What follows belongs to an exercise in optimizing a design on an open flow for small area; a production flow would make more cautious choices. In this exercise RTL edits were held to simulation tests only and were not proved equivalent to the original. No activity file was given, so power comes from the tool's default toggle rates.

==> flow/design.v, too long to show whole: its modules and the start of the top module <==
// module coef_capture: 69 lines
// module cbq_lane_d17: 72 lines
// module cbq_lane_d18: 149 lines
// module cbq_lane_d21: 125 lines
// module cbq_lane_d24: 85 lines
// module cbq_lane_d26: 223 lines
// module cbq_lane_d47: 171 lines
// module cbq_lane_d56: 85 lines
// module cbq_lane_d66: 48 lines
// module cbq_lane_d99: 83 lines
// module round_output: 83 lines
// module cb_quant_top: 22 lines
module cb_quant_top (
    input  logic             clk,
    input  logic             rst,
    input  logic             enable,
    input  logic [64*11-1:0] coef_in,
    output logic [64*11-1:0] q_out,
    output logic             out_enable
);
  // ...
==> flow/flow/run.sh <==
#!/bin/bash
# Layout flow: the standard.sh (ORFS synthesis to finish) with these changes:
#  - synthesis maps the logic with ABC's area mapper (abc_amap.script) instead of the
#    timing-driven map + upsize script, and does not extract half/full adder cells;
#    registers, flattening and naming are those of the standard synthesis
#  - pass-through output wires get buf_1 instead of buf_4 in synthesis
#  - each port gets the smallest buffer (buf_1) instead of the default delay buffer
# Every tool's output goes to its own log here (ORFS keeps per-step logs in orfs/logs).
set -euo pipefail
HERE=$PWD
sed -e "s#log_cmd abc {\*}\$abc_args#log_cmd abc -script $HERE/flow/abc_amap.script {*}[lrange \$abc_args 2 end]#" \
    "$FLOW_HOME/scripts/synth.tcl" > synth_mod.tcl
grep -q "abc_amap.script" synth_mod.tcl
sed -e "s#source \$::env(SCRIPTS_DIR)/synth.tcl#source $HERE/synth_mod.tcl#" synth_recipe.tcl > my_synth.tcl
grep -q "synth_mod.tcl" my_synth.tcl
sed -e "s#SYNTH_SCRIPT=[^ ]*#SYNTH_SCRIPT=$HERE/my_synth.tcl ADDER_MAP_FILE= 'MIN_BUF_CELL_AND_PORTS=sky130_fd_sc_hd__buf_1 A X'#" standard.sh > my_standard.sh
grep -q "my_synth.tcl" my_standard.sh
export BUFFER_PORTS_ARGS="-buffer_cell sky130_fd_sc_hd__buf_1"
bash my_standard.sh > flow_make.log 2>&1
==> flow/flow/abc_amap.script <==
strash
dch
amap
topo
==> flow/standard.sh <==
#!/bin/bash
# synth_recipe.tcl (not shown) runs the flow's synth.tcl, then flattens the netlist and writes it again
# the make line also repeats each setting of config.mk as NAME=value (left out here)
make -C /OpenROAD-flow-scripts/flow DESIGN_CONFIG=/design/flow/config.mk WORK_HOME=/design/flow/orfs CLKGATE_MAP_FILE= SYNTH_SCRIPT=/design/flow/synth_recipe.tcl "${@:-finish}"
==> flow/config.mk <==
export PLATFORM = sky130hd
export DESIGN_NAME = cb_quant_top
export DESIGN_NICKNAME = cb_quant_top
export VERILOG_FILES = /design/flow/design.v
export SDC_FILE = /design/flow/constraint.sdc
export NUM_CORES = 4
export LEC_CHECK = 0
export CAP_MARGIN = 20
export CORE_AREA = 5 5 485 485
export DIE_AREA = 0 0 490 490
export SLEW_MARGIN = 20
==> flow/constraint.sdc <==
create_clock -name core_clock -period 5.0 [get_ports {clk}]
set_input_delay 1.0000 -clock core_clock [delete_from_list [all_inputs] [get_ports {clk}]]
set_output_delay 1.0000 -clock core_clock [all_outputs]
set_load 0.01 [all_outputs]
==> flow_summary_export.csv, run 1 <==
group,metric,value,unit
yosys,synth_edf_count,0,
cells_and_area,seq_area_share,17.0,%
yosys,synth_top_area_share,24.0,%
yosys,yosysWarnings,1,
setup_path,crit_fanout,4,
timing,relSlewSlack,35.2,%
setup_path,timing_worst_setup_path_type,"in2reg",
power,p_total,11300,uW
grt,groute.usage.overall,14.5,%
cells_and_area,utilization,17.4,%
floorplanning,ios,1412,
timing,fmax,0.218,GHz
setup_path,cp_slowest_stage_delay,410,ps
yosys,synth_ff_type,"dfxtp_1",
clock_tree,cts_tree,"built",
yosys,synth_top_family_by_area,"compound AO/OA/AOI/OAI gates",
yosys,yosysMostFrequentCell,"clkinv_1",
timing,post-route-min-period,4590,ps
detailed_routing,ant_nets,0,
cells_and_area,nNetsFinal,6583,
clock_tree,cts_buffer_depth,3,
yosys,synth_cell_types,47,
power,maxPowerGroup,"clock",
yosys,synthXorXnorAreaFrac,0,%
setup_path,cp_top_family,"compound AO/OA/AOI/OAI gates",
status,outcome,"finished clean",
timing,tightest_slew,972,ps
grt,grt_first_pass_wirelength,255000,um
==> inputs of run 2 (changes only) <==
--- a/flow/flow/run.sh
+++ b/flow/flow/run.sh
@@ -5,6 +5,8 @@
 #    registers, flattening and naming are those of the standard synthesis
 #  - pass-through output wires get buf_1 instead of buf_4 in synthesis
 #  - each port gets the smallest buffer (buf_1) instead of the default delay buffer
+#  - placement is not timing driven (its trial buffering kept ~250 buffers); the
+#    synthesis pass-through buffers are removed before port buffering instead
 # Every tool's output goes to its own log here (ORFS keeps per-step logs in orfs/logs).
 set -euo pipefail
 HERE=$PWD
@@ -16,4 +18,5 @@
 sed -e "s#SYNTH_SCRIPT=[^ ]*#SYNTH_SCRIPT=$HERE/my_synth.tcl ADDER_MAP_FILE= 'MIN_BUF_CELL_AND_PORTS=sky130_fd_sc_hd__buf_1 A X'#" standard.sh > my_standard.sh
 grep -q "my_synth.tcl" my_standard.sh
 export BUFFER_PORTS_ARGS="-buffer_cell sky130_fd_sc_hd__buf_1"
+export PRE_GLOBAL_PLACE_TCL=$HERE/flow/pre_gpl.tcl
 bash my_standard.sh > flow_make.log 2>&1
==> flow/flow/abc_amap.script (replaced) <==
strash
dc2
dch -f
amap
topo
==> flow/flow/pre_gpl.tcl (new file) <==
# Drop the buffers synthesis put on pass-through output wires before the ports are
# buffered (the standard flow does this only in timing-driven placement)
remove_buffers
--- a/flow/config.mk
+++ b/flow/config.mk
@@ -7,5 +7,8 @@
 export LEC_CHECK = 0
 export CAP_MARGIN = 20
 export CORE_AREA = 5 5 485 485
+export CTS_CLUSTER_DIAMETER = 80
+export CTS_CLUSTER_SIZE = 20
 export DIE_AREA = 0 0 490 490
+export GPL_TIMING_DRIVEN = 0
 export SLEW_MARGIN = 20
==> run 2 against run 1 <==
Effect of this change:
- still clean on timing, DRC and antenna
- via count is 3.2% lower
- critical path depth decreased by 2
- wire length decreased by 0.54%
- core utilization fell by 0.93 points
- sequential power about the same
- sequential cell count is the same
- area after synthesis decreased by 3.3%
- clock-buffer cell count decreased by 17
- synthesized cell count rose by 3.7%
- critical path type unchanged
- largest power group unchanged
- highest routed layer unchanged
==> flow_summary_export.csv, run 2 <==
group,metric,value,unit
detailed_routing,totalWireLength,185000,um
cells_and_area,largest_reg_flops,339,
yosys,avgSynthCellArea,5.83,sq um
setup_path,worst_setup_path_end_kind,"flop",
yosys,synthTopCellsByCount,"809 x nor2_1, 800 x o21ai_0, 705 x nand2_1",
floorplanning,coreArea,230000,sq um
grt,grt_first_pass_wirelength,250000,um
grt,groute.usage.overall,14.4,%
cells_and_area,layout_common_cells,"1393 x buf_1, 788 x nor2_1, 784 x o21ai_0",
clock_tree,path_clk_slew,50,ps
detailed_routing,drt_pass1_iterations,5,
power,leakage,0.0123,uW
yosys,synthXorXnorAreaFrac,0.0320,%
timing,tightest_slew,1010,ps
yosys,synth_fp_nets,5405,
yosys,synthMuxAreaShare,0,%
detailed_routing,ant_nets,0,
yosys,syn_area,27400,sq um
cells_and_area,final_area,37800,sq um
yosys,synth_top_family_by_area,"compound AO/OA/AOI/OAI gates",
clock_tree,cts-root-buf,"clkbuf_16",
detailed_routing,viasPerCell,4.18,
place,numPortBuffers,1411,
yosys,ys_seq_area_share,24.9,%
place,post_dp_cell_area,35600,sq um
clock_tree,cts_buffer_depth,3,
min_path,hold_start,"i_round_output.q_reg[105]",
timing,fmax,0.212,GHz
yosys,synthAdderAreaFrac,0,%
clock_tree,cts_buffers,47,
timing,post-route-min-period,4730,ps
yosys,synth-compound-area-share,38.3,%
yosys,yosysWarnings,1,
cells_and_area,nNetsFinal,6532,
grt,grt_pass1_vias,33100,
setup_path,timing_worst_setup_path_type,"in2reg",
run,drv_cap,0,
setup_path,crit_path_start,"coef_in[195]",
grt,grt_start_max_net_pins,71,
yosys,synth_ff_type,"dfxtp_1",
setup_path,startpoint_type,"input port",
timing,maxSlewViolCount,0,
timing,relSlewSlack,32.4,%
timing,finalHoldViolations,0,
clock_tree,clkSinkCount,340,
setup_path,crit_fanout,9,
floorplanning,die-area,240000,sq um
yosys,synth_cell_types,47,
yosys,synth-simple-area-share,24.3,%
grt,gr-total-overflow,0,
setup_path,cp.required,5520,ps
cells_and_area,area_growth,38.1,%
place,gp_congestion,0.991,
power,power.density,283,nW/um^2
power,max-vdd-ir-drop,0.000264,V
grt,grt_antenna_before_repair,86,
clock_tree,htree_levels,2,
detailed_routing,drt-wirelength-per-cell,20.7,um
place,place_inst,8792,
timing,fin_crit_sh,94.5,%
cells_and_area,layout_commonest_cell,"buf_1",
yosys,ys_seq_elements,340,
clock_tree,cts_tree,"built",
power,p_total,10700,uW
timing,skew,0,ps
cells_and_area,utilization,16.5,%
floorplanning,die_x,490,um
yosys,synth_area_leaders,"dfxtp_1 25%, o21ai_0 15%, nor2_1 11%, nand2_1 9.7%, clkinv_1 7.5%",
floorplanning,ios,1412,
setup_path,reg2reg_from,"i_round_output.q_reg[92]",
place,dp_hpwl,161000,um
yosys,synthArstFlopShare,0,%
setup_path,cp.arrival,5240,ps
timing,setup_viol,0,
yosys,synth_edf_count,0,
yosys,synth_cells,4698,
yosys,yosysMostFrequentCell,"nor2_1",
detailed_routing,drc,0,
cells_and_area,fin_cells,8934,
detailed_routing,drt_first_iter_violations,2408,
floorplanning,core.rowCount,176,
timing,holdWs,440,ps
min_path,min_path_type,"reg2reg",
status,outcome,"finished clean",
cells_and_area,drive_gt1_share,3.67,%
yosys,synth_top_area_share,24.9,%
detailed_routing,vias,37300,
floorplanning,die_h,490,um
clock_tree,clk_latency,650,ps
yosys,yosysTopAreaCell,"dfxtp_1",
floorplanning,initial_core_util,11.9,%
## run 2: area by class of cell
| class | count | area [sq um] |
|---|---|---|
| Fill cell | 26800 | 192000 |
| Multi-Input combinational cell | 3445 | 17500 |
| Sequential cell | 340 | 6810 |
| Timing Repair Buffer | 1443 | 5880 |
| Tap cell | 3026 | 3790 |
| Inverter | 548 | 2090 |
| Clock buffer | 52 | 1250 |
| Clock inverter | 34 | 415 |
| Antenna cell | 46 | 115 |
## run 2: final timing paths
check	to	slack (ps)	cells after the start
max	i_round_output.q_reg[105]	270	27
min	i_round_output.q_reg[105]	440	2
max reg2reg	i_round_output.q_reg[92]	3760	2
min reg2reg	i_round_output.q_reg[105]	440	2
## run 2: metal layers
metal / track usage (%) / share of wire [%] / up-vias
met4: 6.42 / 4.9 / 38
met3: 6.36 / 12 / 314
li1: - / - / 18600
met5: 0 / 0.15 / -
met1: 16.3 / 39 / 16800
met2: 23.5 / 45 / 1653
## run 2: logic make-up after synthesis
family                    Yosys count
AOI/OAI and AO/OA                1761
and+or+nand+nor                  1683
buffers and inverters             913
DFF                               340
xor gates and xnor gates            1
## run 2: worst max-delay path: stages
cell	delay [ps]
buf_2	180
clkinv_2	150
nor2_2	160
clkinv_1	150
o2111a_1	280
o21ai_2	130
clkinv_1	160
nor2_1	160
nor3_1	70
nor4_2	190
o21ai_0	170
o22ai_1	230
nor2b_2	220
nor2_1	70
nor3_2	220
clkinv_1	120
o22ai_2	190
a31oi_1	110
o311a_1	140
nor2_1	170
nand2_1	110
nor2_2	180
nand2_1	100
nor2_1	140
nand2_1	140
o221ai_4	200
o21ai_1	100
## run 2: report_power, final
part,total (uW),switching [uW],internal [uW]
clock,3750,1720,2030
combinational,3730,2560,1170
sequential,3240,259,2980
## run 2: repair_timing
item	CTS	global route
endpoints found under the setup margin	17	24
pin swaps	3	16
setup buffers	3	7
hold buffers	0	0
resized for setup	34	77
## run 2: metrics by stage
stage / setup slack (ps) / setup TNS [ps]
2_1_floorplan: -1550 / -93300
3_3_place_gp: -9510 / -1914930
3_5_place_dp: -1720 / -25780
4_1_cts: 7.75 / 0
5_1_grt: -38.9 / -61.6
6_report: 275 / 0
==> inputs of run 3 (changes only) <==
--- a/flow/config.mk
+++ b/flow/config.mk
@@ -7,6 +7,7 @@
 export LEC_CHECK = 0
 export CAP_MARGIN = 20
 export CORE_AREA = 5 5 485 485
+export CTS_BUF_LIST = sky130_fd_sc_hd__clkbuf_4 sky130_fd_sc_hd__clkbuf_8
 export CTS_CLUSTER_DIAMETER = 80
 export CTS_CLUSTER_SIZE = 20
 export DIE_AREA = 0 0 490 490
==> run 3 against run 2 <==
Effect of this change:
- hold slack improved by 1.6 ps
- largest power group is now combinational logic
- die area unchanged
- total power decreased by 9.1%
- sequential cell count unchanged
- first-iteration DRC count decreased by 5.3%
- combinational power about the same
- via count about the same
- clock-buffer cell count unchanged
- final area decreased by 1.6%
- clock skew unchanged
- still clean
- critical path depth unchanged
- largest cell class unchanged
==> flow_summary_export.csv, run 3 <==
group,metric,value,unit
setup_path,crit_top_cell,"nor2_1",
yosys,synth_edf_count,0,
clock_tree,cts-root-buf,"clkbuf_8",
yosys,yosysWarnings,1,
floorplanning,die_h,490,um
yosys,ys_seq_area_share,24.9,%
timing,fin_crit_sh,95.6,%
grt,groute.usage.overall,14.4,%
power,power.density,262,nW/um^2
setup_path,worst_setup_path_end_kind,"flop",
yosys,yosysMostFrequentCell,"nor2_1",
status,outcome,"finished clean",
place,numPortBuffers,1411,
detailed_routing,totalWireLength,184000,um
clock_tree,cts_buffer_depth,3,
setup_path,startpoint_type,"input port",
place,post_dp_cell_area,35600,sq um
cells_and_area,drive_gt1_share,3.36,%
floorplanning,core.rowCount,176,
clock_tree,clkSinkCount,340,
timing,relSlewSlack,33.7,%
clock_tree,cts_tree,"built",
floorplanning,initial_core_util,11.9,%
power,leakage,0.0120,uW
yosys,synthArstFlopShare,0,%
timing,maxSlewViolCount,0,
yosys,synth_top_area_share,24.9,%
yosys,ys_seq_elements,340,
detailed_routing,drc,0,
detailed_routing,vias,37300,
setup_path,crit_slowest_cell,"nor4_2",
setup_path,timing_worst_setup_path_type,"in2reg",
cells_and_area,layout_commonest_cell,"buf_1",
timing,holdWs,442,ps
clock_tree,cts_buffers,47,
timing,post-route-min-period,4780,ps
detailed_routing,ant_nets,0,
detailed_routing,drt_first_iter_violations,2280,
detailed_routing,drt_pass1_iterations,6,
clock_tree,hold_buffers,0,
cells_and_area,nNetsFinal,6528,
detailed_routing,drt-wirelength-per-cell,20.6,um
yosys,synth_ff_type,"dfxtp_1",
yosys,avgSynthCellArea,5.83,sq um
floorplanning,ios,1412,
setup_path,crit_buf_inv,4,
yosys,yosysTopAreaCell,"dfxtp_1",
setup_path,cp.arrival,5390,ps
grt,grt_antenna_before_repair,87,
yosys,synth_cell_types,47,
setup_path,cp.required,5610,ps
detailed_routing,viasPerCell,4.18,
grt,grt_first_pass_wirelength,250000,um
cells_and_area,final_area,37200,sq um
cells_and_area,layout_common_cells,"1396 x buf_1, 791 x nor2_1, 787 x o21ai_0",
yosys,synthTopCellsByCount,"809 x nor2_1, 800 x o21ai_0, 705 x nand2_1",
cells_and_area,largest_reg_flops,339,
cells_and_area,area_growth,35.9,%
setup_path,cp_slowest_stage_delay,290,ps
yosys,synth_area_leaders,"dfxtp_1 25%, o21ai_0 15%, nor2_1 11%, nand2_1 9.7%, clkinv_1 7.5%",
clock_tree,clk_latency,770,ps
grt,grt_pass1_vias,33000,
clock_tree,htree_levels,2,
place,gp_congestion,0.991,
grt,gr-total-overflow,0,
run,drv_cap,0,
clock_tree,path_clk_slew,100,ps
grt,grt_start_max_net_pins,71,
timing,tightest_slew,993,ps
timing,skew,0,ps
floorplanning,die-area,240000,sq um
setup_path,crit_fanout,8,
yosys,synth_fp_nets,5405,
place,dp_hpwl,161000,um
floorplanning,coreArea,230000,sq um
min_path,min_path_type,"reg2reg",
power,max-vdd-ir-drop,0.000184,V
timing,fmax,0.209,GHz
setup_path,cp_top_family,"simple AND/OR/NAND/NOR gates",
cells_and_area,fillers,26900,
yosys,synth_cells,4698,
timing,finalHoldViolations,0,
timing,setup_viol,0,
yosys,syn_area,27400,sq um
floorplanning,die_x,490,um
run 3: cell families after synthesis:
kind of cell    synth area share [%]
buf+inv                         12.5
xor+xnor                      0.0320
compound gates                  38.3
flops                           24.9
simple gates                    24.3
run 3: power by group:
| group | switching, uW | leakage [uW] | internal, uW |
|---|---|---|---|
| combinational | 2550 | 0.00867 | 1160 |
| sequential | 259 | 0.00281 | 2980 |
| clock | 1580 | 0.000552 | 1210 |
| total | 4400 | 0.0120 | 5340 |
run 3: layout make-up:
cell class	count	area, sq um	area share (%)
inverter	548	2080	5.58
sequential	340	6810	18.3
antenna	46	115	0.309
tap	3026	3790	10.2
clock inverter	34	407	1.09
timing repair buffer	1439	5850	15.7
clock buffer	52	709	1.91
multi-input combinational	3445	17500	46.9
run 3: worst reg2reg max path, stage by stage, from the launching register on:
cell and delay, ps:
dfxtp_1 850, clkinv_1 170, o32ai_1 150
run 3: worst paths after layout:
kind	startpoint	to	slack (ps)	cells past startpoint
worst max-delay path	coef_in[192]	i_round_output.q_reg[106]	220	27
worst max register to register	i_round_output.q_reg[106]	i_round_output.q_reg[106]	3740	2
worst min register to register	i_round_output.q_reg[105]	i_round_output.q_reg[105]	440	2
worst min-delay path	i_round_output.q_reg[105]	i_round_output.q_reg[105]	440	2
run 3: per-layer routing:
metal	part of all wire [%]	track usage [%]	vias to the layer above
met5	0.14	0	-
li1	-	-	18500
met1	38	16.1	16800
met4	5.0	6.46	36
met2	45	23.4	1599
met3	12	6.60	318
run 3: repair_timing:
action | CTS | global route
gates cloned | 0 | 0
endpoints found under the hold margin | 0 | 0
endpoints found under the setup margin | 15 | 20
resized for setup | 20 | 71
setup buffers | 2 | 4
pin swaps | 2 | 6
run 3: stage by stage:
step | setup WS, ps | util (%) | TNS, ps | cells | total power (uW)
global placement | -9510 | 15.3 | -1914930 | 8770 | 6950
CTS | 9.65 | 16.0 | 0 | 8880 | 9940
detailed placement | -1720 | 15.5 | -25780 | 8792 | 6990
finish | 218 | 16.2 | 0 | 8930 | 9740
floorplan | -1550 | - | -93300 | 4698 | 5350
global route | -37.3 | 16.2 | -114 | 8922 | 10500
==> inputs of run 4 (changes only) <==
--- a/flow/config.mk
+++ b/flow/config.mk
@@ -7,9 +7,8 @@
 export LEC_CHECK = 0
 export CAP_MARGIN = 20
 export CORE_AREA = 5 5 485 485
-export CTS_BUF_LIST = sky130_fd_sc_hd__clkbuf_4 sky130_fd_sc_hd__clkbuf_8
-export CTS_CLUSTER_DIAMETER = 80
-export CTS_CLUSTER_SIZE = 20
+export CTS_CLUSTER_DIAMETER = 120
+export CTS_CLUSTER_SIZE = 30
 export DIE_AREA = 0 0 490 490
 export GPL_TIMING_DRIVEN = 0
 export SLEW_MARGIN = 20
==> run 4 against run 3 <==
Effect of this change:
- die area did not move
- clock power is 1% lower
- via count hardly changed
- highest routed layer unchanged
- area after synthesis stayed put
- clock skew unchanged
- hold slack improved by 2.2 ps
- synthesized cell count unchanged
- sequential share of layout area barely moved
- first-iteration DRC count increased by 0.75%
- non-clock buffer count increased by 3
- fmax increased by 0.28%
- largest power group unchanged
- clock-buffer cell count decreased by 21
==> flow_summary_export.csv, run 4 <==
group,metric,value,unit
place,gp_congestion,0.991,
setup_path,crit_slowest_cell,"o31ai_2",
yosys,ys_seq_elements,340,
clock_tree,path_clk_slew,90,ps
floorplanning,coreArea,230000,sq um
setup_path,cp_slowest_stage_delay,280,ps
place,numPortBuffers,1411,
power,p_clk_share,28.3,%
yosys,synth_ff_type,"dfxtp_1",
floorplanning,ios,1412,
setup_path,cp.required,5550,ps
detailed_routing,drc,0,
yosys,synth_edf_count,0,
cells_and_area,layout_common_cells,"1394 x buf_1, 788 x nor2_1, 783 x o21ai_0",
detailed_routing,vias,37300,
timing,post-route-min-period,4770,ps
run,drv_cap,0,
cells_and_area,area_growth,36.1,%
setup_path,timing_worst_setup_path_type,"in2reg",
grt,gr-total-overflow,0,
yosys,avgSynthCellArea,5.83,sq um
yosys,ys_seq_area_share,24.9,%
yosys,synthArstFlopShare,0,%
cells_and_area,layout_commonest_cell,"buf_1",
clock_tree,clkSinkCount,340,
cells_and_area,final_area,37300,sq um
yosys,synthTopCellsByCount,"809 x nor2_1, 800 x o21ai_0, 705 x nand2_1",
place,dp_hpwl,161000,um
cells_and_area,largest_reg_flops,339,
yosys,synth_fp_nets,5405,
detailed_routing,ant_nets,0,
yosys,synth_area_leaders,"dfxtp_1 25%, o21ai_0 15%, nor2_1 11%, nand2_1 9.7%, clkinv_1 7.5%",
floorplanning,die-area,240000,sq um
yosys,yosysWarnings,1,
clock_tree,clk_latency,680,ps
detailed_routing,drt_first_iter_violations,2297,
timing,holdWs,444,ps
power,power.density,261,nW/um^2
power,p_sw_share,45.0,%
status,outcome,"finished clean",
detailed_routing,drt_pass1_iterations,6,
timing,skew,0,ps
yosys,yosysTopAreaCell,"dfxtp_1",
power,max-vdd-ir-drop,0.000254,V
setup_path,startpoint_type,"input port",
cells_and_area,multi_input_area,17500,sq um
place,post_dp_cell_area,35600,sq um
detailed_routing,drt-wirelength-per-cell,20.7,um
detailed_routing,viasPerCell,4.19,
power,p_comb_share,38.4,%
setup_path,crit_fanout,5,
clock_tree,cts_tree,"built",
clock_tree,cts_buffer_depth,3,
power,leakage,0.0120,uW
power,seqPwrFrac,33.3,%
timing,tightest_slew,1010,ps
setup_path,worst_setup_path_end_kind,"flop",
setup_path,crit_top_cell,"nor2_1",
yosys,yosysMostFrequentCell,"nor2_1",
power,p_int,5340,uW
clock_tree,htree_levels,1,
timing,fin_crit_sh,95.4,%
yosys,synth_cells,4698,
grt,grt_pass1_vias,32900,
timing,fmax,0.210,GHz
setup_path,cp_top_family,"compound AO/OA/AOI/OAI gates",
timing,maxSlewViolCount,0,
setup_path,crit_buf_inv,3,
grt,grt_start_max_net_pins,71,
yosys,synth_cell_types,47,
yosys,synth_top_area_share,24.9,%
cells_and_area,drive_gt1_share,3.09,%
detailed_routing,totalWireLength,184000,um
setup_path,cp.arrival,5320,ps
timing,finalHoldViolations,0,
clock_tree,cts_buffers,29,
grt,grt_first_pass_wirelength,249000,um
grt,groute.usage.overall,14.3,%
floorplanning,core.rowCount,176,
floorplanning,initial_core_util,11.9,%
power,power_switching,4370,uW
cells_and_area,seq_area,6810,sq um
timing,setup_viol,0,
min_path,min_path_type,"reg2reg",
floorplanning,die_x,490,um
clock_tree,cts-root-buf,"clkbuf_16",
clock_tree,hold_buffers,0,
cells_and_area,fillers,26900,
timing,relSlewSlack,32.3,%
cells_and_area,nNetsFinal,6513,
grt,grt_antenna_before_repair,91,
floorplanning,die_h,490,um
yosys,syn_area,27400,sq um
-- run 4: cell families (layout without fill, tap and decap cells) --
kind of cell	Yosys count	after routing	share of synthesized area (%)
xor gates and xnor gates	1	1	0.0320
other	0	51	0
DFF	340	340	24.9
buffers and inverters	913	2043	12.5
and+or+nand+nor	1683	1683	24.3
AOI/OAI and AO/OA	1761	1761	38.3
-- run 4: stage by stage --
step	instances	TNS, ps	util (%)	worst slack [ps]	power [uW]
final	8905	0	16.2	231	9710
after global routing	8896	-446	16.2	-93.6	10400
after CTS	8848	0	16.0	3.95	9870
after detailed placement	8792	-25780	15.5	-1720	6990
after global placement	8770	-1914930	15.3	-9510	6950
after floorplan	4698	-93300	-	-1550	5350
-- run 4: final cells by class --
cell class                      instances  share of cell area (%)
Multi-Input combinational cell       3445                    46.9
Inverter                              548                    5.61
Sequential cell                       340                    18.3
Clock buffer                           31                    2.00
Tap cell                             3026                    10.2
Timing Repair Buffer                 1442                    15.8
Clock inverter                         22                   0.910
Antenna cell                           51                   0.343
-- run 4: repair_timing --
item                                    CTS  global route
buffers inserted                          3             6
resized for setup                        33            80
endpoints found under the setup margin   16            23
pin swaps                                 3            16
-- run 4: path summary, 6_finish.rpt --
path	startpoint	endpoint	slack (ps)	cells past startpoint
max	coef_in[16]	i_round_output.q_reg[11]	230	33
min	i_round_output.q_reg[105]	i_round_output.q_reg[105]	440	2
max reg2reg	i_round_output.q_reg[92]	i_round_output.q_reg[92]	3750	2
min reg2reg	i_round_output.q_reg[105]	i_round_output.q_reg[105]	440	2
-- run 4: tightest hold or removal path: stages, from the launching register on --
cell and delay (ps):
dfxtp_1 310, clkinv_1 40, o21ai_1 50
-- run 4: routing by layer --
metal  vias up  share of wire [%]  GRT usage, %
li1      18500                  -             -
met1     16800                 39          16.3
met2      1618                 45          23.4
met3       286                 11          6.03
met4        36                4.7          6.27
met5         -               0.14             0
-- run 4: power groups by stage --
stage	sequential (uW)	combinational [uW]	clock, uW
3_3_place_gp	3290	3660	0
5_1_grt	3280	4200	2970
6_report	3240	3730	2750
3_5_place_dp	3300	3690	0
2_1_floorplan	3320	2020	0
4_1_cts	3240	3730	2900
==> inputs of run 5 (changes only) <==
--- a/flow/flow/run.sh
+++ b/flow/flow/run.sh
@@ -7,6 +7,8 @@
 #  - each port gets the smallest buffer (buf_1) instead of the default delay buffer
 #  - placement is not timing driven (its trial buffering kept ~250 buffers); the
 #    synthesis pass-through buffers are removed before port buffering instead
+#  - pins may sit one routing track apart (the clock pin is fixed apart from the
+#    rest, pre_io.tcl), so the die is sized by area rather than by pin count
 # Every tool's output goes to its own log here (ORFS keeps per-step logs in orfs/logs).
 set -euo pipefail
 HERE=$PWD
@@ -19,4 +21,6 @@
 grep -q "my_synth.tcl" my_standard.sh
 export BUFFER_PORTS_ARGS="-buffer_cell sky130_fd_sc_hd__buf_1"
 export PRE_GLOBAL_PLACE_TCL=$HERE/flow/pre_gpl.tcl
+export PRE_IO_PLACEMENT_TCL=$HERE/flow/pre_io.tcl
+export PLACE_PINS_ARGS="-min_distance 1 -min_distance_in_tracks"
 bash my_standard.sh > flow_make.log 2>&1
==> flow/flow/pre_io.tcl (new file) <==
# Fix the clock pin in the middle of the left edge and keep the other pins 5 um
# away from it: the other pins may sit one routing track apart, but the clock
# net needs more room beside its pin
set die [ord::get_die_area]
set ymid [expr {([lindex $die 1] + [lindex $die 3]) / 2.0}]
place_pin -pin_name clk -layer met3 -location [list 0 $ymid] -pin_size {1.0 0.3} -force_to_die_boundary
exclude_io_pin_region -region left:[expr {$ymid - 5}]-[expr {$ymid + 5}]
--- a/flow/config.mk
+++ b/flow/config.mk
@@ -6,9 +6,9 @@
 export NUM_CORES = 4
 export LEC_CHECK = 0
 export CAP_MARGIN = 20
-export CORE_AREA = 5 5 485 485
+export CORE_AREA = 5 5 295 295
 export CTS_CLUSTER_DIAMETER = 120
 export CTS_CLUSTER_SIZE = 30
-export DIE_AREA = 0 0 490 490
+export DIE_AREA = 0 0 300 300
 export GPL_TIMING_DRIVEN = 0
 export SLEW_MARGIN = 20
==> run 5 against run 4 <==
Effect of this change:
- still clean
- total power down 9.8%
- clock skew unchanged
- clock-buffer cell count down 10
- cell count down 22%
- non-clock buffer count up 6
- hold slack about the same
- sequential power down 2%
- synthesized cell count unchanged
- clock power down 22%
- core utilization up 25 points
- fmax up 2.6%
- critical path depth down 4
- largest cell class unchanged
- largest power group unchanged
==> flow_summary_export.csv, run 5 <==
group,metric,value,unit
setup_path,cp.arrival,5130,ps
detailed_routing,drt-wirelength-per-cell,17.5,um
power,p_total,8760,uW
yosys,yosysTopAreaCell,"dfxtp_1",
cells_and_area,largest_reg_flops,339,
cells_and_area,layout_common_cells,"1396 x buf_1, 788 x nor2_1, 784 x o21ai_0",
clock_tree,clk_latency,590,ps
floorplanning,core.rowCount,106,
place,place_inst,6844,
timing,post-route-min-period,4650,ps
setup_path,reg2reg_slack,4050,ps
floorplanning,ios,1411,
floorplanning,die_x,300,um
grt,gr-total-overflow,0,
yosys,syn_area,27400,sq um
setup_path,worst_setup_path_end_kind,"flop",
grt,grt_start_max_net_pins,71,
clock_tree,path_clk_slew,120,ps
min_path,min_path_cells,2,
place,dp_hpwl,102000,um
clock_tree,cts_buffer_depth,3,
place,gp_congestion,0.998,
setup_path,timing_worst_setup_path_type,"in2reg",
timing,maxSlewViolCount,0,
grt,grt_antenna_before_repair,85,
detailed_routing,drt_pass1_iterations,6,
grt,grt_pass1_vias,32300,
power,leakage,0.0119,uW
cells_and_area,utilization,41.4,%
setup_path,cp_slowest_stage_delay,450,ps
cells_and_area,area_growth,26.5,%
detailed_routing,totalWireLength,122000,um
place,numPortBuffers,1411,
setup_path,startpoint_type,"input port",
cells_and_area,fin_cells,6974,
cells_and_area,layout_commonest_cell,"buf_1",
place,dp_slack,-1450,ps
timing,fmax,0.215,GHz
detailed_routing,drc,0,
yosys,synth_cell_types,47,
timing,tns,0,ps
yosys,synth_cells,4698,
detailed_routing,viasPerCell,5.29,
min_path,min_path_type,"reg2reg",
status,outcome,"finished clean",
clock_tree,cts_tree,"built",
floorplanning,coreArea,83600,sq um
detailed_routing,drt_first_iter_violations,2231,
setup_path,crit_top_cell,"nor2_1",
yosys,ys_seq_elements,340,
setup_path,cp.required,5490,ps
yosys,synth_edf_count,0,
run,drv_cap,0,
yosys,synth_fp_nets,5405,
timing,finalHoldViolations,0,
timing,layout_setup_ws,352,ps
detailed_routing,vias,36900,
yosys,synth_top_area_share,24.9,%
yosys,synth_area_leaders,"dfxtp_1 25%, o21ai_0 15%, nor2_1 11%, nand2_1 9.7%, clkinv_1 7.5%",
setup_path,crit_slowest_cell,"buf_1",
yosys,yosysMostFrequentCell,"nor2_1",
timing,relSlewSlack,35.0,%
cells_and_area,fillers,9236,
grt,grt_first_pass_wirelength,180000,um
power,power.density,253,nW/um^2
min_path,hold_start,"i_round_output.q_reg[105]",
clock_tree,cts_buffers,20,
cells_and_area,drive_gt1_share,2.89,%
timing,skew,0,ps
min_path,min_to,"i_round_output.q_reg[105]",
yosys,ys_seq_area_share,24.9,%
cells_and_area,nNetsFinal,6510,
floorplanning,initial_core_util,32.8,%
setup_path,reg2reg_depth,2,
timing,tightest_slew,975,ps
floorplanning,die_h,300,um
floorplanning,die-area,90000,sq um
yosys,synthTopCellsByCount,"809 x nor2_1, 800 x o21ai_0, 705 x nand2_1",
yosys,synth_ff_type,"dfxtp_1",
clock_tree,cts-root-buf,"clkbuf_16",
setup_path,r2r-end,"i_round_output.q_reg[20]",
clock_tree,hold_buffers,0,
power,max-vdd-ir-drop,0.000201,V
timing,setup_viol,0,
timing,fin_crit_sh,93.0,%
clock_tree,clkSinkCount,340,
yosys,avgSynthCellArea,5.83,sq um
grt,groute.usage.overall,24.6,%
detailed_routing,ant_nets,0,
yosys,yosysWarnings,1,
yosys,synthArstFlopShare,0,%
clock_tree,htree_levels,1,
setup_path,crit_fanout,13,
setup_path,reg2reg_from,"i_round_output.q_reg[20]",
## run 5: cell counts after synthesis
No cell type changed its count.
## run 5: final cells by class
class,instances,area [sq um],share of cell area [%]
Sequential cell,340,6810,19.7
Clock inverter,14,262,0.755
Antenna cell,78,195,0.564
Inverter,548,2090,6.05
Multi-Input combinational cell,3445,17500,50.6
Timing Repair Buffer,1448,5910,17.1
Clock buffer,21,504,1.46
Tap cell,1080,1350,3.90
## run 5: repair_timing
action,in CTS,in global routing
pin swaps,3,15
endpoints found under the setup margin,21,25
setup buffers,4,13
resized for setup,44,72
## run 5: cells by family (layout without fill, tap and decap cells)
| kind of cell | after synthesis | after routing | share of synthesized area, % |
|---|---|---|---|
| xor gates and xnor gates | 1 | 1 | 0.0320 |
| and+or+nand+nor | 1683 | 1683 | 24.3 |
| other | 0 | 78 | 0 |
| AOI/OAI and AO/OA | 1761 | 1761 | 38.3 |
| buffers and inverters | 913 | 2031 | 12.5 |
| DFF | 340 | 340 | 24.9 |
## run 5: worst max-delay path: cells and delay by family
kind | cells | cell delay (ps)
AOI/OAI and AO/OA | 13 | 1870
and+or+nand+nor | 13 | 1650
buffers and inverters | 3 | 600
## run 5: worst max path at each step
| stage | startpoint | end | slack, ps | cells past startpoint |
|---|---|---|---|---|
| 2_1_floorplan | rst | i_round_output.q_reg[106] | -1550 | 3 |
| 3_3_place_gp | enable | i_round_output.q_reg[99] | -8480 | 5 |
| 3_5_place_dp | coef_in[195] | i_round_output.q_reg[105] | -1450 | 27 |
| 4_1_cts | coef_in[196] | i_round_output.q_reg[105] | 4 | 23 |
| 5_1_grt | coef_in[93] | i_round_output.q_reg[52] | -40 | 28 |
| 6_report | coef_in[21] | i_round_output.q_reg[12] | 350 | 29 |
## run 5: metrics by stage
step / area (sq um) / hold slack [ps]
after floorplan: 27400 / 460
after global placement: 32700 / 425
after detailed placement: 33200 / 431
after CTS: 34100 / 449
after global routing: 34600 / 470
final: 34600 / 444
## run 5: power by group
part / internal (uW) / total, uW / switching [uW]
sequential: 2980 / 3180 / 207
combinational: 1180 / 3420 / 2250
clock: 930 / 2150 / 1220
total: 5080 / 8760 / 3680
## run 5: layer usage
| layer | vias to the layer above | share of wire, % | track usage, % |
|---|---|---|---|
| met5 | - | 0.11 | 1.14 |
| met4 | 22 | 6.8 | 15.6 |
| met3 | 332 | 11 | 8.53 |
| met2 | 1604 | 44 | 39.2 |
| met1 | 16400 | 39 | 28.1 |
| li1 | 18500 | - | - |
==> inputs of run 6 (changes only) <==
--- a/flow/config.mk
+++ b/flow/config.mk
@@ -7,7 +7,7 @@
 export LEC_CHECK = 0
 export CAP_MARGIN = 20
 export CORE_AREA = 5 5 295 295
-export CTS_CLUSTER_DIAMETER = 120
+export CTS_CLUSTER_DIAMETER = 100
 export CTS_CLUSTER_SIZE = 30
 export DIE_AREA = 0 0 300 300
 export GPL_TIMING_DRIVEN = 0
==> run 6 against run 5 <==
Effect of this change:
- clock power is 12% higher
- non-clock buffer count up 1
- sequential share of layout area shrank 0.11 points
- final area grew 0.55%
- sequential cell count is the same
- clock-buffer cell count up 6
- total power up 3.0%
- highest routed layer unchanged
- area after synthesis is the same
- core utilization increased by 0.23 points
- register-to-register slack about the same
- critical endpoint unchanged
- fmax down 0.87%
- sequential power is essentially flat
==> flow_summary_export.csv, run 6 <==
group,metric,value,unit
setup_path,reg2reg_from,"i_round_output.q_reg[20]",
setup_path,timing_worst_setup_path_type,"in2reg",
yosys,yosysWarnings,1,
power,seqPwrFrac,35.3,%
cells_and_area,nNetsFinal,6516,
yosys,ys_seq_area_share,24.9,%
detailed_routing,totalWireLength,122000,um
cells_and_area,area_growth,27.1,%
floorplanning,die-area,90000,sq um
setup_path,r2r-end,"i_round_output.q_reg[20]",
yosys,synth_ff_type,"dfxtp_1",
setup_path,cp.arrival,5170,ps
detailed_routing,drt_pass1_iterations,5,
timing,skew,0,ps
timing,holdWs,442,ps
setup_path,crit_path_start,"coef_in[21]",
power,p_sw_share,41.7,%
clock_tree,cts_buffers,25,
cells_and_area,largest_reg_flops,339,
yosys,synth_top_area_share,24.9,%
floorplanning,initial_core_util,32.8,%
floorplanning,die_h,300,um
timing,post-route-min-period,4690,ps
floorplanning,coreArea,83600,sq um
timing,tightest_slew,982,ps
setup_path,startpoint_type,"input port",
power,p_clk_share,26.8,%
place,place_inst,6844,
timing,setup_viol,0,
yosys,synthArstFlopShare,0,%
timing,relSlewSlack,34.6,%
status,outcome,"finished clean",
floorplanning,core.rowCount,106,
clock_tree,cts_buffer_depth,3,
setup_path,cp.required,5490,ps
timing,fin_crit_sh,93.8,%
power,p_comb_share,37.9,%
detailed_routing,drc,0,
grt,gr-total-overflow,0,
floorplanning,ios,1411,
timing,maxSlewViolCount,0,
setup_path,crit_fanout,13,
yosys,syn_area,27400,sq um
power,leakage,0.0120,uW
place,numPortBuffers,1411,
power,power.density,259,nW/um^2
yosys,synth_area_leaders,"dfxtp_1 25%, o21ai_0 15%, nor2_1 11%, nand2_1 9.7%, clkinv_1 7.5%",
clock_tree,cts_tree,"built",
power,max-vdd-ir-drop,0.000222,V
setup_path,worst_setup_path_end_kind,"flop",
setup_path,endpoint,"i_round_output.q_reg[12]",
timing,finalHoldViolations,0,
grt,groute.usage.overall,24.5,%
place,gp_congestion,0.998,
min_path,hold_start,"i_round_output.q_reg[105]",
grt,grt_antenna_before_repair,86,
yosys,synth_fp_nets,5405,
detailed_routing,drt_first_iter_violations,2297,
setup_path,crit_slowest_cell,"buf_1",
place,dp_hpwl,102000,um
setup_path,crit_top_cell,"nor2_1",
yosys,synthTopCellsByCount,"809 x nor2_1, 800 x o21ai_0, 705 x nand2_1",
clock_tree,htree_levels,1,
detailed_routing,vias,36800,
cells_and_area,drive_gt1_share,3.12,%
clock_tree,hold_buffers,0,
timing,fmax,0.213,GHz
clock_tree,cts-root-buf,"clkbuf_16",
yosys,synth_edf_count,0,
yosys,yosysTopAreaCell,"dfxtp_1",
detailed_routing,ant_nets,0,
grt,grt_start_max_net_pins,71,
cells_and_area,layout_common_cells,"1396 x buf_1, 787 x nor2_1, 783 x o21ai_0",
cells_and_area,fin_cells,6983,
min_path,min_path_type,"reg2reg",
run,drv_cap,0,
grt,grt_first_pass_wirelength,180000,um
cells_and_area,layout_commonest_cell,"buf_1",
yosys,yosysMostFrequentCell,"nor2_1",
clock_tree,clkSinkCount,340,
floorplanning,die_x,300,um
yosys,synth_cell_types,47,
setup_path,reg2reg_depth,2,
yosys,synth_cells,4698,
grt,grt_pass1_vias,32400,
detailed_routing,viasPerCell,5.27,
setup_path,cp_slowest_stage_delay,470,ps
clock_tree,path_clk_slew,100,ps
power,power_switching,3760,uW
yosys,ys_seq_elements,340,
power,p_int,5260,uW
clock_tree,clk_latency,590,ps
setup_path,reg2reg_slack,4050,ps
detailed_routing,drt-wirelength-per-cell,17.5,um
yosys,avgSynthCellArea,5.83,sq um
[run 6: cell counts after synthesis]
Identical to the previous run, type by type.
[run 6: cell type report]
class | instances | area, sq um
antenna | 75 | 188
clock buffer | 27 | 653
clock inverter | 19 | 299
fill | 9208 | 48700
inverter | 548 | 2090
multi-input combinational | 3445 | 17500
sequential | 340 | 6810
tap | 1080 | 1350
timing repair buffer | 1449 | 5910
[run 6: critical path: cells and delay by family]
| family | cells | cell delay [ps] |
|---|---|---|
| AO/OA/AOI/OAI | 13 | 1880 |
| buffers and inverters | 3 | 620 |
| AND/OR/NAND/NOR | 13 | 1650 |
[run 6: cell families after synthesis]
logic type      Yosys count  synth area share, %
compound gates         1761                 38.3
xor+xnor                  1               0.0320
buf+inv                 913                 12.5
flops                   340                 24.9
simple gates           1683                 24.3
[run 6: how the worst min path moves through the flow]
stage / end / cells past startpoint
after floorplan: i_round_output.q_reg[105] / 2
after global placement: i_round_output.q_reg[19] / 2
after detailed placement: i_round_output.q_reg[105] / 2
after CTS: i_round_output.q_reg[105] / 2
after global routing: i_round_output.q_reg[105] / 2
final: i_round_output.q_reg[105] / 2
[run 6: through the flow]
step	area (sq um)	worst slack, ps	total power (uW)	util [%]	TNS, ps
floorplan	27400	-1550	5350	-	-93300
global placement	32700	-8480	6480	39.1	-1657440
detailed placement	33200	-1450	6530	39.7	-23530
CTS	34300	4.99	9020	41.0	0
global route	34800	-57.5	9640	41.6	-167
finish	34800	311	9020	41.7	0
[run 6: timing repair]
item / CTS / global route
setup buffers: 4 / 14
gates resized for setup: 45 / 73
pin swaps: 3 / 15
endpoints found under the setup margin: 21 / 25
[run 6: power by group through the flow]
stage	combinational, uW	clock [uW]	sequential, uW
floorplan	2020	0	3320
global placement	3250	0	3230
detailed placement	3290	0	3240
CTS	3330	2500	3180
global route	3840	2590	3220
finish	3420	2410	3180
[run 6: layer usage]
layer | vias to the layer above | track usage [%] | share of wire, %
li1 | 18500 | - | -
met1 | 16300 | 28.0 | 39
met2 | 1601 | 38.7 | 43
met3 | 365 | 8.56 | 10
met4 | 28 | 16.4 | 7.3
met5 | - | 0.758 | 0.16
==> inputs of run 7 (changes only) <==
--- a/flow/config.mk
+++ b/flow/config.mk
@@ -8,7 +8,7 @@
 export CAP_MARGIN = 20
 export CORE_AREA = 5 5 295 295
 export CTS_CLUSTER_DIAMETER = 100
-export CTS_CLUSTER_SIZE = 30
+export CTS_CLUSTER_SIZE = 25
 export DIE_AREA = 0 0 300 300
 export GPL_TIMING_DRIVEN = 0
 export SLEW_MARGIN = 20
==> run 7 against run 6 <==
Effect of this change:
- critical path depth stayed put
- via count is essentially flat
- largest power group unchanged
- sequential cell count stayed put
- total power is 0.96% lower
- highest routed layer unchanged
- non-clock buffer count stayed put
- hold slack is essentially flat
- first-iteration DRC count rose by 2.4%
- fmax about the same
- sequential power hardly changed
- combinational power barely moved
- still clean on timing, DRC and antenna
- global-route usage about the same
- core utilization is 0.067 points lower
==> flow_summary_export.csv, run 7 <==
group,metric,value,unit
setup_path,crit_top_cell,"nor2_1",
timing,setup_viol,0,
setup_path,startpoint_type,"input port",
cells_and_area,nNetsFinal,6516,
detailed_routing,drc,0,
cells_and_area,utilization,41.6,%
place,numPortBuffers,1411,
setup_path,timing_worst_setup_path_type,"in2reg",
yosys,synth_area_leaders,"dfxtp_1 25%, o21ai_0 15%, nor2_1 11%, nand2_1 9.7%, clkinv_1 7.5%",
grt,grt_start_max_net_pins,71,
setup_path,cp_slowest_stage_delay,470,ps
grt,groute.usage.overall,24.5,%
setup_path,cp.required,5490,ps
detailed_routing,drt-wirelength-per-cell,17.4,um
detailed_routing,drt_pass1_iterations,8,
clock_tree,clk_latency,590,ps
power,leakage,0.0120,uW
place,gp_congestion,0.998,
timing,maxSlewViolCount,0,
yosys,synth_cells,4698,
detailed_routing,viasPerCell,5.27,
setup_path,crit_fanout,13,
status,outcome,"finished clean",
setup_path,crit_slowest_cell,"buf_1",
clock_tree,htree_levels,1,
yosys,ys_seq_elements,340,
timing,holdWs,442,ps
detailed_routing,vias,36800,
yosys,synth_ff_type,"dfxtp_1",
timing,finalHoldViolations,0,
timing,tightest_slew,981,ps
clock_tree,cts-root-buf,"clkbuf_16",
power,p_total,8930,uW
yosys,avgSynthCellArea,5.83,sq um
yosys,synth_fp_nets,5405,
cells_and_area,area_growth,26.9,%
setup_path,cp.arrival,5180,ps
yosys,synthTopCellsByCount,"809 x nor2_1, 800 x o21ai_0, 705 x nand2_1",
yosys,synth_edf_count,0,
yosys,synthArstFlopShare,0,%
clock_tree,clkSinkCount,340,
yosys,synth_top_area_share,24.9,%
yosys,synth_cell_types,47,
run,drv_cap,0,
floorplanning,initial_core_util,32.8,%
cells_and_area,layout_common_cells,"1396 x buf_1, 787 x nor2_1, 783 x o21ai_0",
yosys,syn_area,27400,sq um
floorplanning,ios,1411,
yosys,yosysWarnings,1,
timing,fin_crit_sh,93.7,%
clock_tree,hold_buffers,0,
clock_tree,cts_buffers,25,
power,power.density,257,nW/um^2
floorplanning,coreArea,83600,sq um
detailed_routing,totalWireLength,122000,um
place,post_dp_cell_area,33200,sq um
yosys,ys_seq_area_share,24.9,%
grt,gr-total-overflow,0,
cells_and_area,final_area,34800,sq um
floorplanning,die-area,90000,sq um
timing,fmax,0.213,GHz
cells_and_area,layout_commonest_cell,"buf_1",
floorplanning,die_x,300,um
floorplanning,die_h,300,um
cells_and_area,largest_reg_flops,339,
clock_tree,path_clk_slew,100,ps
grt,grt_antenna_before_repair,87,
detailed_routing,drt_first_iter_violations,2351,
timing,tns,0,ps
timing,post-route-min-period,4690,ps
yosys,yosysTopAreaCell,"dfxtp_1",
timing,relSlewSlack,34.6,%
floorplanning,core.rowCount,106,
cells_and_area,drive_gt1_share,3.11,%
detailed_routing,ant_nets,0,
clock_tree,cts_buffer_depth,3,
timing,skew,0,ps
yosys,yosysMostFrequentCell,"nor2_1",
setup_path,worst_setup_path_end_kind,"flop",
place,dp_hpwl,102000,um
clock_tree,cts_tree,"built",
power,max-vdd-ir-drop,0.000223,V
grt,grt_pass1_vias,32400,
grt,grt_first_pass_wirelength,180000,um
min_path,min_path_type,"reg2reg",
==> run 7: cell counts after synthesis <==
No cell type changed its count.
==> run 7: through the flow <==
step,setup slack [ps],instances
3_5_place_dp,-1450,6844
5_1_grt,-57.4,6974
3_3_place_gp,-8480,6824
2_1_floorplan,-1550,4698
4_1_cts,4.88,6893
6_report,313,6982
==> run 7: final cells by class <==
type / count / area [sq um]
sequential: 340 / 6810
clock buffer: 26 / 639
clock inverter: 19 / 256
inverter: 548 / 2090
antenna: 75 / 188
fill: 9217 / 48800
timing repair buffer: 1449 / 5910
multi-input combinational: 3445 / 17500
tap: 1080 / 1350
==> run 7: cell families after synthesis <==
kind of cell,synth area share [%]
AO/OA/AOI/OAI,38.3
XOR/XNOR,0.0320
buffers and inverters,12.5
flip-flops,24.9
AND/OR/NAND/NOR,24.3
==> run 7: critical path: cells and delay by family <==
family / cells / cell delay [ps]
compound gates: 13 / 1890
simple gates: 13 / 1660
buf+inv: 3 / 620
==> run 7: path summary, 6_finish.rpt <==
path / start / to / slack, ps / cells past startpoint
setup / recovery: coef_in[21] / i_round_output.q_reg[12] / 310 / 29
hold / removal: i_round_output.q_reg[105] / i_round_output.q_reg[105] / 440 / 2
hold reg to reg: i_round_output.q_reg[105] / i_round_output.q_reg[105] / 440 / 2
setup reg to reg: i_round_output.q_reg[20] / i_round_output.q_reg[20] / 4050 / 2
==> run 7: timing repair <==
action,4_1_cts,5_1_grt
gates resized for setup,45,73
setup buffers,4,14
pin swaps,3,15
setup endpoints to repair,21,25
==> run 7: layer usage <==
metal  vias to the layer above  GRT usage (%)  wire length, um
met5                         -          0.758              211
met2                      1579           38.7            52900
met1                     16300           27.9            47400
li1                      18500              -                -
met3                       368           8.59            12400
met4                        30           16.5             8910
==> run 7: report_power, final <==
| group | leakage, uW | total [uW] | internal (uW) | switching [uW] |
|---|---|---|---|---|
| registers | 0.00281 | 3180 | 2980 | 208 |
| logic | 0.00873 | 3420 | 1180 | 2250 |
| clock network | 0.000439 | 2330 | 1030 | 1300 |
| total | 0.0120 | 8930 | 5180 | 3750 |
==> inputs of run 8 (changes only) <==
==> flow/config.mk (replaced) <==
export PLATFORM = sky130hd
export DESIGN_NAME = cb_quant_top
export DESIGN_NICKNAME = cb_quant_top
export VERILOG_FILES = /design/flow/design.v
export SDC_FILE = /design/flow/constraint.sdc
export NUM_CORES = 4
export LEC_CHECK = 0
export CAP_MARGIN = 20
export CORE_AREA = 5 5 275 275
export CTS_CLUSTER_DIAMETER = 80
export CTS_CLUSTER_SIZE = 20
export DIE_AREA = 0 0 280 280
export GPL_TIMING_DRIVEN = 0
export SLEW_MARGIN = 20
==> run 8 against run 7 <==
Effect of this change:
- via count barely moved
- register-to-register slack got worse by 110 ps
- clock-buffer cell count rose by 13
- synthesized cell count did not move
- critical path type unchanged
- largest power group unchanged
- highest routed layer unchanged
==> flow_summary_export.csv, run 8 <==
group,metric,value,unit
setup_path,timing_worst_setup_path_type,"in2reg",
yosys,ys_seq_elements,340,
yosys,syn_area,27400,sq um
cells_and_area,largest_reg_flops,339,
grt,grt_first_pass_wirelength,178000,um
floorplanning,core.rowCount,99,
yosys,synth_ff_type,"dfxtp_1",
setup_path,cp_slowest_stage_delay,240,ps
timing,relSlewSlack,33.1,%
setup_path,worst_setup_path_end_kind,"flop",
timing,finalHoldViolations,0,
timing,maxSlewViolCount,0,
clock_tree,hold_buffers,0,
clock_tree,cts_tree,"built",
setup_path,cp.required,5440,ps
detailed_routing,viasPerCell,5.35,
place,gp_congestion,0.965,
run,drv_cap,0,
yosys,synthArstFlopShare,0,%
min_path,min_path_type,"reg2reg",
setup_path,crit_top_cell,"nor2_1",
detailed_routing,drt_first_iter_violations,2081,
power,max-vdd-ir-drop,0.000232,V
grt,grt_pass1_vias,31900,
yosys,avgSynthCellArea,5.83,sq um
cells_and_area,layout_commonest_cell,"buf_1",
place,dp_slack,-1370,ps
floorplanning,ios,1411,
grt,gr-total-overflow,0,
clock_tree,path_clk_slew,70,ps
setup_path,crit_fanout,6,
yosys,ys_seq_area_share,24.9,%
detailed_routing,ant_nets,0,
yosys,synth_top_area_share,24.9,%
clock_tree,clk_latency,560,ps
cells_and_area,nNetsFinal,6525,
yosys,yosysTopAreaCell,"dfxtp_1",
detailed_routing,drc,0,
timing,skew,0,ps
clock_tree,cts_buffers,35,
cells_and_area,drive_gt1_share,3.30,%
yosys,yosysWarnings,1,
detailed_routing,vias,36800,
cells_and_area,final_area,35000,sq um
timing,fin_crit_sh,96.0,%
yosys,synth_fp_nets,5405,
yosys,synthTopCellsByCount,"809 x nor2_1, 800 x o21ai_0, 705 x nand2_1",
timing,layout_setup_ws,202,ps
detailed_routing,drt_pass1_iterations,6,
floorplanning,initial_core_util,37.7,%
yosys,yosysMostFrequentCell,"nor2_1",
place,post_dp_cell_area,33000,sq um
floorplanning,die_x,280,um
yosys,synth_cell_types,47,
setup_path,cp_top_family,"compound AO/OA/AOI/OAI gates",
setup_path,crit_slowest_cell,"nor3_4",
floorplanning,die-area,78400,sq um
timing,holdWs,435,ps
detailed_routing,drt-wirelength-per-cell,17.8,um
place,dp_hpwl,102000,um
timing,post-route-min-period,4800,ps
clock_tree,cts-root-buf,"clkbuf_16",
floorplanning,coreArea,72600,sq um
timing,setup_viol,0,
cells_and_area,area_growth,27.9,%
detailed_routing,totalWireLength,122000,um
timing,tightest_slew,1000,ps
grt,groute.usage.overall,28.0,%
power,power.density,277,nW/um^2
setup_path,startpoint_type,"input port",
place,numPortBuffers,1411,
setup_path,cp.arrival,5230,ps
cells_and_area,layout_common_cells,"1393 x buf_1, 788 x nor2_1, 785 x o21ai_0",
status,outcome,"finished clean",
yosys,synth_cells,4698,
clock_tree,htree_levels,2,
power,leakage,0.0122,uW
grt,grt_antenna_before_repair,86,
timing,fmax,0.208,GHz
setup_path,crit_buf_inv,4,
clock_tree,cts_buffer_depth,3,
clock_tree,clkSinkCount,340,
floorplanning,die_h,280,um
yosys,synth_area_leaders,"dfxtp_1 25%, o21ai_0 15%, nor2_1 11%, nand2_1 9.7%, clkinv_1 7.5%",
grt,grt_start_max_net_pins,79,
timing,tns,0,ps
yosys,synth_edf_count,0,
==> run 8: area by class of cell <==
class | instances | area (sq um)
tap | 959 | 1200
inverter | 548 | 2090
antenna | 71 | 178
clock buffer | 39 | 953
multi-input combinational | 3445 | 17500
timing repair buffer | 1448 | 5950
clock inverter | 22 | 355
fill | 7918 | 37600
sequential | 340 | 6810
==> run 8: path summary, 6_finish.rpt <==
check,start,end,slack [ps],cells after the start
setup / recovery,coef_in[20],i_round_output.q_reg[11],200,32
hold / removal,i_round_output.q_reg[109],i_round_output.q_reg[109],430,2
setup reg to reg,i_round_output.q_reg[106],i_round_output.q_reg[106],3940,2
hold reg to reg,i_round_output.q_reg[109],i_round_output.q_reg[109],430,2
==> run 8: cell families after synthesis <==
logic type	synth area share, %
compound gates	38.3
simple gates	24.3
buf+inv	12.5
flops	24.9
xor+xnor	0.0320
==> run 8: worst min-delay path: stages (launching register included) <==
cell and delay (ps):
dfxtp_1 310, clkinv_1 40, o21ai_1 40
==> run 8: what timing repair did <==
action,in CTS,in global routing
setup buffers,4,13
pin swaps,4,20
setup endpoints to repair,21,24
resized for setup,43,74
==> run 8: stage by stage <==
stage	instances	util [%]	total power [uW]
floorplan	4698	-	5350
global placement	6703	44.8	6460
detailed placement	6723	45.5	6510
CTS	6788	47.5	9680
global route	6863	48.2	10300
finish	6872	48.2	9690
==> run 8: routing by layer <==
layer	wire length (um)	vias to the layer above	GRT usage [%]
met4	8730	30	18.3
met1	46800	16200	32.0
met2	53100	1613	44.2
met3	13200	361	10.1
met5	212	-	0.183
li1	-	18600	-
==> run 8: power breakdown <==
group	internal, uW	switching, uW
clock	1740	1350
sequential	2980	201
combinational	1180	2230
==> inputs of run 9 (changes only) <==
==> flow/flow/pre_io.tcl (replaced) <==
# Fix the clock pin in the middle of the left edge and keep the other pins 5 um
# away from it: the other pins may sit one routing track apart, but the clock
# net needs more room beside its pin
set die [ord::get_die_area]
set ymid [expr {([lindex $die 1] + [lindex $die 3]) / 2.0}]
place_pin -pin_name clk -layer met3 -location [list 0 $ymid] -pin_size {0.8 0.3} -force_to_die_boundary
exclude_io_pin_region -region left:[expr {$ymid - 5}]-[expr {$ymid + 5}]
==> flow/config.mk (replaced) <==
export PLATFORM = sky130hd
export DESIGN_NAME = cb_quant_top
export DESIGN_NICKNAME = cb_quant_top
export VERILOG_FILES = /design/flow/design.v
export SDC_FILE = /design/flow/constraint.sdc
export NUM_CORES = 4
export LEC_CHECK = 0
export CAP_MARGIN = 20
export CORE_AREA = 5 5 295 295
export CTS_CLUSTER_DIAMETER = 100
export CTS_CLUSTER_SIZE = 25
export DIE_AREA = 0 0 300 300
export GPL_TIMING_DRIVEN = 0
export SLEW_MARGIN = 20
==> run 9 against run 8 <==
Effect of this change:
- still clean on timing, DRC and antenna
- setup slack better by 120 ps
- sequential cell count unchanged
- area after synthesis unchanged
- cell count up 1.5%
- final area is 0.96% lower
- clock power is 26% lower
- via count increased by 0.19%
- synthesized cell count did not move
- hold slack better by 12 ps
- critical path type unchanged
- largest cell class unchanged
==> flow_summary_export.csv, run 9 <==
group,metric,value,unit
status,outcome,"finished clean",
grt,grt_antenna_before_repair,82,
power,p_int,5240,uW
power,power.density,257,nW/um^2
yosys,synth_top_area_share,24.9,%
timing,post-route-min-period,4680,ps
timing,fmax,0.214,GHz
timing,rsz0062_at_grt,"yes",
cells_and_area,fillers,9275,
min_path,min_path_type,"reg2reg",
setup_path,crit_path_start,"coef_in[16]",
setup_path,cp.arrival,5150,ps
clock_tree,clk_latency,580,ps
detailed_routing,totalWireLength,122000,um
power,power_switching,3660,uW
detailed_routing,drc,0,
setup_path,worst_setup_path_end_kind,"flop",
setup_path,r2r-end,"i_round_output.q_reg[20]",
clock_tree,cts_tree,"built",
yosys,synth_edf_count,0,
clock_tree,clkSinkCount,340,
cells_and_area,layout_common_cells,"1396 x buf_1, 785 x nor2_1, 782 x o21ai_0",
power,seqPwrFrac,35.8,%
yosys,syn_area,27400,sq um
detailed_routing,drt_first_iter_violations,2228,
floorplanning,initial_core_util,32.8,%
grt,grt_pass1_vias,32300,
power,p_clk_share,25.8,%
power,p_sw_share,41.1,%
yosys,avgSynthCellArea,5.83,sq um
setup_path,crit_fanout,5,
yosys,ys_seq_area_share,24.9,%
setup_path,reg2reg_slack,4070,ps
yosys,synthArstFlopShare,0,%
timing,finalHoldViolations,0,
power,max-vdd-ir-drop,0.000218,V
yosys,yosysMostFrequentCell,"nor2_1",
clock_tree,cts-root-buf,"clkbuf_16",
cells_and_area,nNetsFinal,6513,
timing,setup_viol,0,
timing,maxSlewViolCount,0,
timing,holdWs,447,ps
cells_and_area,area_growth,26.7,%
detailed_routing,ant_nets,0,
yosys,synth_ff_type,"dfxtp_1",
cells_and_area,final_area,34700,sq um
min_path,min_path_cells,2,
floorplanning,die_x,300,um
floorplanning,die-area,90000,sq um
yosys,yosysTopAreaCell,"dfxtp_1",
clock_tree,htree_levels,1,
timing,skew,0,ps
place,numPortBuffers,1411,
setup_path,cp.required,5470,ps
timing,fin_crit_sh,93.6,%
floorplanning,coreArea,83600,sq um
detailed_routing,viasPerCell,5.28,
detailed_routing,drt_pass1_iterations,10,
setup_path,cp_slowest_stage_delay,230,ps
grt,grt_start_max_net_pins,80,
floorplanning,ios,1411,
setup_path,crit_top_cell,"nor2_1",
power,p_comb_share,38.4,%
min_path,min_to,"i_round_output.q_reg[58]",
floorplanning,core.rowCount,106,
timing,tightest_slew,959,ps
place,post_dp_cell_area,33100,sq um
yosys,synthTopCellsByCount,"809 x nor2_1, 800 x o21ai_0, 705 x nand2_1",
yosys,synth_fp_nets,5405,
power,leakage,0.0119,uW
setup_path,reg2reg_from,"i_round_output.q_reg[20]",
cells_and_area,largest_reg_flops,339,
min_path,hold_start,"i_round_output.q_reg[58]",
yosys,synth_area_leaders,"dfxtp_1 25%, o21ai_0 15%, nor2_1 11%, nand2_1 9.7%, clkinv_1 7.5%",
timing,tns,0,ps
clock_tree,cts_buffers,25,
timing,relSlewSlack,36.1,%
floorplanning,die_h,300,um
yosys,synth_cells,4698,
place,dp_hpwl,102000,um
cells_and_area,seq_area,6810,sq um
grt,gr-total-overflow,0,
place,gp_congestion,0.986,
setup_path,reg2reg_depth,2,
cells_and_area,multi_input_area,17500,sq um
detailed_routing,vias,36800,
detailed_routing,drt-wirelength-per-cell,17.5,um
cells_and_area,drive_gt1_share,2.97,%
clock_tree,path_clk_slew,100,ps
run,drv_cap,0,
grt,grt_first_pass_wirelength,179000,um
yosys,synth_cell_types,47,
yosys,yosysWarnings,1,
cells_and_area,layout_commonest_cell,"buf_1",
yosys,ys_seq_elements,340,
setup_path,crit_slowest_cell,"o31ai_2",
grt,groute.usage.overall,24.5,%
clock_tree,cts_buffer_depth,3,
setup_path,startpoint_type,"input port",
setup_path,timing_worst_setup_path_type,"in2reg",
run 9: cell counts after synthesis:
Identical to the previous run, type by type.
run 9: worst max-delay path, delay by kind of cell:
kind	cells	cell delay [ps]
AO/OA/AOI/OAI	13	1920
AND/OR/NAND/NOR	17	1770
buffers and inverters	4	460
run 9: final cells by class:
type | instances | share of cell area (%)
Sequential cell | 340 | 19.6
Inverter | 548 | 6.02
Clock buffer | 28 | 1.87
Timing Repair Buffer | 1446 | 17.0
Antenna cell | 73 | 0.527
Multi-Input combinational cell | 3445 | 50.5
Clock inverter | 17 | 0.649
Tap cell | 1080 | 3.90
run 9: power groups by stage:
| stage | registers [uW] | logic (uW) | clock network [uW] |
|---|---|---|---|
| floorplan | 3320 | 2020 | 0 |
| global placement | 3230 | 3250 | 0 |
| detailed placement | 3240 | 3290 | 0 |
| CTS | 3180 | 3320 | 2390 |
| global route | 3220 | 3830 | 2470 |
| finish | 3180 | 3420 | 2300 |
run 9: metrics by stage:
step / setup WS [ps] / total power (uW) / std cells / util, %
floorplan: -1550 / 5350 / 4698 / -
detailed placement: -1420 / 6530 / 6843 / 39.7
finish: 322 / 8900 / 6977 / 41.5
global placement: -8450 / 6480 / 6824 / 39.1
CTS: 8.64 / 8900 / 6891 / 40.9
global route: -85.7 / 9520 / 6969 / 41.5
run 9: metal layers:
| layer | track usage [%] | vias to the layer above | wire, um | share of wire (%) |
|---|---|---|---|---|
| li1 | - | 18500 | - | - |
| met5 | 0.108 | - | 151 | 0.12 |
| met4 | 15.3 | 22 | 8330 | 6.8 |
| met3 | 8.00 | 337 | 12300 | 10 |
| met1 | 28.2 | 16300 | 47900 | 39 |
| met2 | 39.2 | 1641 | 53200 | 44 |
run 9: cells by family after synthesis:
family | count (synthesis) | synth area share (%)
buffers and inverters | 913 | 12.5
AND/OR/NAND/NOR | 1683 | 24.3
XOR/XNOR | 1 | 0.0320
flip-flops | 340 | 24.9
AO/OA/AOI/OAI | 1761 | 38.3
run 9: worst max-delay path by stage:
stage | end | slack (ps) | cells after the start
CTS | i_round_output.q_reg[12] | 9 | 29
finish | i_round_output.q_reg[11] | 320 | 34
global placement | i_round_output.q_reg[106] | -8450 | 5
floorplan | i_round_output.q_reg[106] | -1550 | 3
detailed placement | i_round_output.q_reg[105] | -1420 | 27
global route | i_round_output.q_reg[11] | -90 | 34
run 9: what timing repair did:
item | in CTS | in global routing
buffers inserted | 3 | 13
hold buffers | 0 | 0
endpoints found under the setup margin | 20 | 25
resized for setup | 41 | 78
pin swaps | 5 | 17

==> static timing again, ports no longer ideal <==
The results above use ideal ports. As a check the final layouts listed here were re-extracted and re-timed, cells and wires unchanged.
Step 1 (the two cells are an assumption about what drives the block):
set clk [get_ports {clk}]
set_driving_cell -lib_cell sky130_fd_sc_hd__clkbuf_16 $clk
set_driving_cell -lib_cell sky130_fd_sc_hd__buf_2 [delete_from_list [all_inputs] $clk]
Step 2 adds t to the input delays and takes it off the output delays; t is the mean of the earliest and latest rising clock arrival at the registers after step 1. Input paths then give back, and output paths get back, about the clock's delay inside the block.
Slacks: ideal ports / drivers / drivers and shift; pairs: ideal ports / drivers.
| run | t (ns) | setup slack, ns | worst register clock-pin slew, ns |
|---|---|---|---|
| run 1 | 0.742 | 0.413 / 0.450 / -0.292 | 0.07 / 0.07 |
| run 2 | 0.728 | 0.275 / 0.289 / -0.439 | 0.08 / 0.08 |
| run 3 | 0.833 | 0.218 / 0.233 / -0.600 | 0.12 / 0.12 |
| run 4 | 0.751 | 0.231 / 0.162 / -0.589 | 0.11 / 0.11 |
| run 5 | 0.625 | 0.352 / 0.326 / -0.299 | 0.12 / 0.12 |
| run 6 | 0.631 | 0.311 / 0.284 / -0.347 | 0.11 / 0.11 |
| run 7 | 0.629 | 0.313 / 0.285 / -0.344 | 0.10 / 0.10 |
| run 8 | 0.608 | 0.202 / 0.213 / -0.395 | 0.09 / 0.09 |
| run 9 | 0.627 | 0.322 / 0.285 / -0.342 | 0.11 / 0.11 |
Met with ideal ports but missed after step 2: setup timing in every run listed. For run 4, which loses most, drivers alone change the setup slack by -0.069 ns; drivers and shift together by -0.820 ns.
